This design comes from an exercise in tuning for small area and a short achievable clock period on the open sky130 flow, not from production work.
Power and IR drop assume default switching activity.

run 1:
// psram_rsp
module psram_rsp #(
    parameter int unsigned MEM_AW = 8
) (
    input  logic        clk_i,
    input  logic        rst_i,
    input  logic [7:0]  cfg_rcmd_i,
    input  logic [7:0]  cfg_wcmd_i,
    input  logic [7:0]  cfg_mrcmd_i,
    input  logic [7:0]  cfg_mwcmd_i,
    input  logic [7:0]  cfg_rlc_i,
    input  logic [7:0]  cfg_wlc_i,
    input  logic        psram_sck_i,
    input  logic        psram_ce_i,
    input  logic [7:0]  psram_io_in_i,
    input  logic        psram_dqs_in_i,
    output logic [7:0]  psram_io_out_o,
    output logic        psram_io_en_o,
    output logic        psram_dqs_out_o,
    output logic        psram_dqs_en_o,
    output logic [31:0] mr_o,
    output logic        err_o
);
For scale: ~4900 cells after synthesis, roughly 2300 flip-flops, about 110 I/O pins, ~67000 um2 of cells after synthesis.
==> flow/config.mk <==
export PLATFORM = sky130hd
export DESIGN_NAME = psram_rsp
export DESIGN_NICKNAME = psram_rsp
export VERILOG_FILES = /design/flow/design.v
export SDC_FILE = /design/flow/constraint.sdc
export NUM_CORES = 4
export LEC_CHECK = 0
export CAP_MARGIN = 20
export CORE_MARGIN = 2
export CORE_UTILIZATION = 50
export SETUP_SLACK_MARGIN = 3.7
export SLEW_MARGIN = 20
==> flow/constraint.sdc <==
create_clock -name core_clock -period 6.0 [get_ports {clk_i}]
set_input_delay 1.2000 -clock core_clock [delete_from_list [all_inputs] [get_ports {clk_i}]]
set_output_delay 1.2000 -clock core_clock [all_outputs]
set_load 0.01 [all_outputs]
standard.sh (not shown) runs the stock make flow with config.mk's settings and CLKGATE_MAP_FILE= SYNTH_SCRIPT=/design/flow/synth_recipe.tcl, a recipe that flattens the netlist after the stock synthesis.
==> flow/flow/run.sh <==
#!/bin/bash
# The standard layout (standard.sh), with two changes:
#  * plain buf_4 buffers on the ports instead of the delay buffers that buffer_ports
#    picks by default;
#  * clock tree synthesis without dummy loads.
# ORFS's own logs stay in orfs/logs; standard.sh's output goes to standard.log.
set -e
bash standard.sh \
  BUFFER_PORTS_ARGS="-buffer_cell sky130_fd_sc_hd__buf_4" \
  CTS_ARGS="-sink_clustering_enable -repair_clock_nets -dont_use_dummy_load" \
  finish > standard.log 2>&1
Inputs modified between run 1 and run 2:
# run 1
export LEC_CHECK = 0
export CAP_MARGIN = 20
export CORE_MARGIN = 2
export CORE_UTILIZATION = 50
export SETUP_SLACK_MARGIN = 3.7
export SLEW_MARGIN = 20
create_clock -name core_clock -period 6.0 [get_ports {clk_i}]
# run 2
export LEC_CHECK = 0
export CAP_MARGIN = 20
export CORE_MARGIN = 2
export CORE_UTILIZATION = 50
export SETUP_SLACK_MARGIN = 4.0
export SLEW_MARGIN = 20
create_clock -name core_clock -period 6.0 [get_ports {clk_i}]
Findings:
- Run 2 finished all stages; the layout is clean.
- Run 1 reports its termination of the worst setup path as psram_io_en_o while run 2 reports psram_io_out_o[5].
- Of run 2 and run 1, the lower final weighted congestion in routability-driven placement belongs to run 2.
- Global-route wire length before repair: run 2 > run 1
- Against run 1, number of non-clock buffers in run 2 rose by more than 10%.
- As far as post-synth design cell area is concerned, run 1 and run 2 perform about the same.
- Run 2 and run 1 ended up with roughly the same highest clock frequency the design can meet.
- Between run 2 and run 1, it is run 2 whose sequential share of cell area is lower, by 1.5 points.
- Compared with run 1, run 2 shows a higher worst setup slack.
- Between run 1 and run 2, the share of the cycle needed by the critical path after routing does not differ in any meaningful way.
- Between run 2 and run 1, the difference in xor/xnor cell area share of the yosys netlist is negligible.
No functional check of the RTL was part of any run of this note.


rev 12:
The RTL this note starts from:
==> flow/design.v <==
module psram_rsp #(
    parameter int unsigned MEM_AW = 8
) (
    input  logic        clk_i,
    input  logic        rst_i,
    input  logic [7:0]  cfg_rcmd_i,
    input  logic [7:0]  cfg_wcmd_i,
    input  logic [7:0]  cfg_mrcmd_i,
    input  logic [7:0]  cfg_mwcmd_i,
    input  logic [7:0]  cfg_rlc_i,
    input  logic [7:0]  cfg_wlc_i,
    input  logic        psram_sck_i,
    input  logic        psram_ce_i,
    input  logic [7:0]  psram_io_in_i,
    input  logic        psram_dqs_in_i,
    output logic [7:0]  psram_io_out_o,
    output logic        psram_io_en_o,
    output logic        psram_dqs_out_o,
    output logic        psram_dqs_en_o,
    output logic [31:0] mr_o,
    output logic        err_o
);
    localparam int S_IDLE = 0, S_INST = 1, S_ADDR = 2, S_LATN = 3,
                   S_WDATA = 4, S_RDATA = 5, S_MWR = 6, S_IGNR = 7;
    logic              sck_q, sck_prev_q, ce_q, dqs_q;
    logic [7:0]        io_q;
    logic [7:0]        st_q, st_d;
    logic              armed_q;
    logic              inst_got_q;
    logic [7:0]        opcode_q;
    logic [7:0]        ptr_q, ptr_d;
    logic [1:0]        byte_cnt_q;
    logic [7:0]        lat_q;
    logic              is_wr_q;
    logic              is_mr_q;
    logic              mwr_done_q;
    logic [3:0][7:0]   mr_q;
    logic [7:0]        io_out_q;
    logic              io_en_q;
    logic              dqs_out_q;
    logic              dqs_en_q;
    logic [3:0][7:0]   sd_q;            
    logic [3:0][1:0]   sh_q;            
    logic [3:0][3:0]   sc_q;            
    logic [15:0][15:0][7:0] ring_q;     
    logic [3:0]        ph_q;
    logic [15:0]       rsel_q, rsel_d;  
    logic [15:0]       psel_q, psel_d;  
    logic [7:0]        pf_q;
    logic edge_c, rise_c, go_c;
    logic idle_go_c, inst_cap_c, inst_go_c, addr_edge_c, addr4_c;
    logic m_r_c, m_w_c, m_mr_c, m_mw_c, any_lat_c;
    logic lat_rise_c, lat_done_c, rd_start_c, rd_edge_c, wr_edge_c, inc_c, mr_wr_c;
    assign edge_c = sck_q ^ sck_prev_q;
    assign rise_c = sck_q & ~sck_prev_q;
    assign go_c   = ~ce_q;
    assign m_r_c     = (opcode_q == cfg_rcmd_i);
    assign m_w_c     = (opcode_q == cfg_wcmd_i);
    assign m_mr_c    = (opcode_q == cfg_mrcmd_i);
    assign m_mw_c    = (opcode_q == cfg_mwcmd_i);
    assign any_lat_c = m_r_c | m_w_c | m_mr_c;
    assign idle_go_c   = go_c & st_q[S_IDLE] & armed_q;
    assign inst_cap_c  = go_c & st_q[S_INST] & rise_c & ~inst_got_q;
    assign inst_go_c   = go_c & st_q[S_INST] & edge_c & inst_got_q;
    assign addr_edge_c = go_c & st_q[S_ADDR] & edge_c;
    assign addr4_c     = addr_edge_c & (byte_cnt_q == 2'd3);
    assign lat_rise_c  = go_c & st_q[S_LATN] & rise_c;
    assign lat_done_c  = lat_rise_c & (lat_q == 8'd0);
    assign rd_start_c  = lat_done_c & ~is_wr_q;
    assign rd_edge_c   = go_c & st_q[S_RDATA] & edge_c;
    assign wr_edge_c   = go_c & st_q[S_WDATA] & edge_c;
    assign mr_wr_c     = go_c & st_q[S_MWR] & edge_c & ~mwr_done_q;
    assign inc_c       = rd_start_c | rd_edge_c | wr_edge_c;
    always_comb begin
        st_d[S_IDLE]  = ce_q | (st_q[S_IDLE] & ~armed_q);
        st_d[S_INST]  = idle_go_c | (go_c & st_q[S_INST] & ~(edge_c & inst_got_q));
        st_d[S_ADDR]  = inst_go_c | (go_c & st_q[S_ADDR] & ~addr4_c);
        st_d[S_LATN]  = (addr4_c & any_lat_c) | (go_c & st_q[S_LATN] & ~lat_done_c);
        st_d[S_WDATA] = (lat_done_c & is_wr_q) | (go_c & st_q[S_WDATA]);
        st_d[S_RDATA] = rd_start_c | (go_c & st_q[S_RDATA]);
        st_d[S_MWR]   = (addr4_c & ~any_lat_c & m_mw_c) | (go_c & st_q[S_MWR]);
        st_d[S_IGNR]  = (addr4_c & ~any_lat_c & ~m_mw_c) | (go_c & st_q[S_IGNR]);
    end
    assign ptr_d = addr_edge_c ? io_q : inc_c ? ptr_q + 8'd1 : ptr_q;
    always_ff @(posedge clk_i or posedge rst_i) begin
        if (rst_i) begin
            sck_q      <= 1'b0;
            sck_prev_q <= 1'b0;
            ce_q       <= 1'b0;
            io_q       <= 8'd0;
            dqs_q      <= 1'b0;
            st_q       <= 8'b1 << S_IDLE;
            armed_q    <= 1'b0;
            inst_got_q <= 1'b0;
            opcode_q   <= 8'd0;
            byte_cnt_q <= 2'd0;
            lat_q      <= 8'd0;
            is_wr_q    <= 1'b0;
            is_mr_q    <= 1'b0;
            mwr_done_q <= 1'b0;
            mr_q       <= '0;
            io_out_q   <= 8'd0;
            io_en_q    <= 1'b0;
            dqs_out_q  <= 1'b0;
            dqs_en_q   <= 1'b0;
        end else begin
            sck_q      <= psram_sck_i;
            sck_prev_q <= sck_q;
            ce_q       <= psram_ce_i;
            io_q       <= psram_io_in_i;
            dqs_q      <= psram_dqs_in_i;
            st_q       <= st_d;
            armed_q    <= armed_q | ce_q;
            if (idle_go_c) begin
                inst_got_q <= 1'b0;
            end else if (inst_cap_c) begin
                inst_got_q <= 1'b1;
            end
            if (inst_cap_c) begin
                opcode_q <= io_q;
            end
            if (inst_go_c) begin
                byte_cnt_q <= 2'd0;
            end else if (addr_edge_c) begin
                byte_cnt_q <= byte_cnt_q + 2'd1;
            end
            if (addr4_c) begin
                lat_q      <= (~m_r_c & m_w_c) ? cfg_wlc_i : cfg_rlc_i;
                is_wr_q    <= ~m_r_c & m_w_c;
                is_mr_q    <= ~m_r_c & ~m_w_c & m_mr_c;
                mwr_done_q <= 1'b0;
            end else if (lat_rise_c && !lat_done_c) begin
                lat_q <= lat_q - 8'd1;
            end else if (mr_wr_c) begin
                mwr_done_q <= 1'b1;
            end
            if (mr_wr_c) begin
                mr_q[ptr_q[1:0]] <= io_q;
            end
            if (rd_start_c || rd_edge_c) begin
                io_out_q <= pf_q;
            end
            if (rd_start_c) begin
                dqs_out_q <= 1'b0;
            end else if (rd_edge_c) begin
                dqs_out_q <= ~dqs_out_q;
            end
            io_en_q  <= st_d[S_RDATA];
            dqs_en_q <= st_d[S_RDATA];
        end
    end
    logic [15:0] ins0_c, ins8_c;
    logic [3:0]  ld_col_c;
    logic [15:0][7:0] rd_ring_c;
    logic [7:0]  rd_c;
    always_comb begin
        for (int r = 0; r < 16; r++) begin
            ins0_c[r] = (sh_q[r % 4] == 2'(r / 4)) && (sc_q[r % 4] == ~ph_q);
            ins8_c[r] = (sh_q[r % 4] == 2'(r / 4)) && (sc_q[r % 4] == (~ph_q ^ 4'd8));
        end
    end
    assign ld_col_c = io_q[7:4] + ph_q + 4'd1;
    always_comb begin
        if (addr_edge_c) begin
            rsel_d = 16'b1 << io_q[3:0];
            psel_d = 16'b1 << ld_col_c;
        end else if (inc_c) begin
            rsel_d = {rsel_q[14:0], rsel_q[15]};
            psel_d = rsel_q[15] ? {psel_q[13:0], psel_q[15:14]} : {psel_q[14:0], psel_q[15]};
        end else begin
            rsel_d = rsel_q;
            psel_d = {psel_q[14:0], psel_q[15]};
        end
    end
    always_comb begin
        for (int r = 0; r < 16; r++) begin
            rd_ring_c[r] = '0;
            for (int p = 0; p < 16; p++) begin
                rd_ring_c[r] = rd_ring_c[r] | ({8{psel_q[p]}} & ring_q[r][p]);
            end
        end
        rd_c = '0;
        for (int r = 0; r < 16; r++) begin
            rd_c = rd_c | ({8{rsel_q[r]}} & rd_ring_c[r]);
        end
    end
    always_ff @(posedge clk_i) begin
        ptr_q  <= ptr_d;
        ph_q   <= ph_q + 4'd1;
        rsel_q <= rsel_d;
        psel_q <= psel_d;
        pf_q   <= is_mr_q ? mr_q[ptr_q[1:0]] : rd_c;
        if (wr_edge_c && dqs_q) begin
            sd_q[ptr_q[1:0]] <= io_q;
            sh_q[ptr_q[1:0]] <= ptr_q[3:2];
            sc_q[ptr_q[1:0]] <= ptr_q[7:4];
        end
        for (int r = 0; r < 16; r++) begin
            for (int p = 0; p < 16; p++) begin
                if (p == 0 && ins0_c[r]) begin
                    ring_q[r][p] <= sd_q[r % 4];
                end else if (p == 8 && ins8_c[r]) begin
                    ring_q[r][p] <= sd_q[r % 4];
                end else begin
                    ring_q[r][p] <= ring_q[r][(p + 15) % 16];
                end
            end
        end
    end
    assign psram_io_out_o  = io_out_q;
    assign psram_io_en_o   = io_en_q;
    assign psram_dqs_out_o = dqs_out_q;
    assign psram_dqs_en_o  = dqs_en_q;
    assign mr_o            = mr_q;
    logic       ce_prev_q, ce_fall_c, unknown_c;
    logic [1:0] guard_q, guard_d;
    logic       err_q, err_d;
    assign ce_fall_c = ce_prev_q & ~ce_q;
    assign unknown_c = addr4_c & ~any_lat_c & ~m_mw_c;
    always_comb begin
        guard_d = guard_q;
        if (ce_fall_c) begin
            guard_d = 2'd2;
        end else if (guard_q != 2'd0) begin
            guard_d = guard_q - 2'd1;
        end
        err_d = err_q;
        if (unknown_c) begin
            err_d = 1'b1;
        end
        if (ce_q && (st_q[S_INST] || st_q[S_ADDR] || st_q[S_LATN])) begin
            err_d = 1'b1;
        end
        if (edge_c && !ce_q && (ce_fall_c || guard_q != 2'd0)) begin
            err_d = 1'b1;
        end
    end
    always_ff @(posedge clk_i or posedge rst_i) begin
        if (rst_i) begin
            ce_prev_q <= 1'b0;
            guard_q   <= 2'd0;
            err_q     <= 1'b0;
        end else begin
            ce_prev_q <= ce_q;
            guard_q   <= guard_d;
            err_q     <= err_d;
        end
    end
    assign err_o = err_q;
endmodule
export LEC_CHECK = 0
export CAP_MARGIN = 20
export CORE_MARGIN = 2
export CORE_UTILIZATION = 50
export SETUP_SLACK_MARGIN = 3.5
export SLEW_MARGIN = 20
create_clock -name core_clock -period 6.0 [get_ports {clk_i}]
run.sh (not shown) runs the stock make flow with config.mk's settings and CLKGATE_MAP_FILE= SYNTH_SCRIPT=/design/flow/synth_recipe.tcl, a recipe that flattens the netlist after the stock synthesis.
Stock flow here: none of the scripts above is used.
Rev 12 was carried through to the last stage, and its layout satisfied the timing, design-rule and antenna checks.
## Diff of input files: rev 13 against rev 12
-- flow/config.mk --
<<< rev 12, line 9
export CORE_MARGIN = 2
export CORE_UTILIZATION = 50
export SETUP_SLACK_MARGIN = 3.5
export SLEW_MARGIN = 20
>>> rev 13, line 9
export CORE_MARGIN = 2
export CORE_UTILIZATION = 50
export SETUP_SLACK_MARGIN = 3.0
export SLEW_MARGIN = 20
[summary]
- Rev 13 completed end to end with timing, DRC and antenna clean.
- Between rev 12 and rev 13, wire length of the first global-routing pass decreased.
- Rev 13 gives less global router's overall resource usage than rev 12 did.
- Going from rev 12 to rev 13, final instance count without filler cells saw a decrease, combinational power saw a decrease.
- There was hardly any difference in required arrival time at the worst endpoint between rev 13 and rev 12.
- Per the comparison of rev 13 with rev 12, final area moved down; relative contribution of the clock network to total power moved down.
Function was not checked in any run of this note: the RTL went through the layout flow alone.

what the ideal ports hide:
Ports are ideal in the flow. The routed layouts listed here were re-timed in OpenROAD. Step 1 sets driving cells, clkbuf_16 on the clock port and buf_2 on the other inputs (assumed; they add their load-dependent delay and slew). Step 2 also shifts input and output timing later by t, the mid clock arrival at the registers, as if the neighbouring blocks saw the same clock. Three values: ideal, step 1, step 2; two values: the first two.
| run | shift t [ns] | setup WS [ns] | hold WS [ns] | pins driven straight from the clock port |
|---|---|---|---|---|
| run 1 | 0.893 | 3.384 / 3.299 / 3.052 | 0.317 / 0.309 / 0.317 | 1 |
| run 2 | 0.892 | 3.388 / 3.304 / 3.286 | 0.301 / 0.301 / 0.301 | 1 |
| rev 12 | 0.909 | 3.319 / 3.289 / 2.879 | 0.327 / 0.327 / 0.327 | 1 |
| rev 13 | 0.905 | 2.867 / 2.867 / 2.867 | 0.314 / 0.314 / 0.314 | 1 |
After both steps every run listed still meets setup and hold. For rev 12, which loses most, drivers alone change the setup slack by -0.030 ns; drivers and shift together by -0.440 ns.
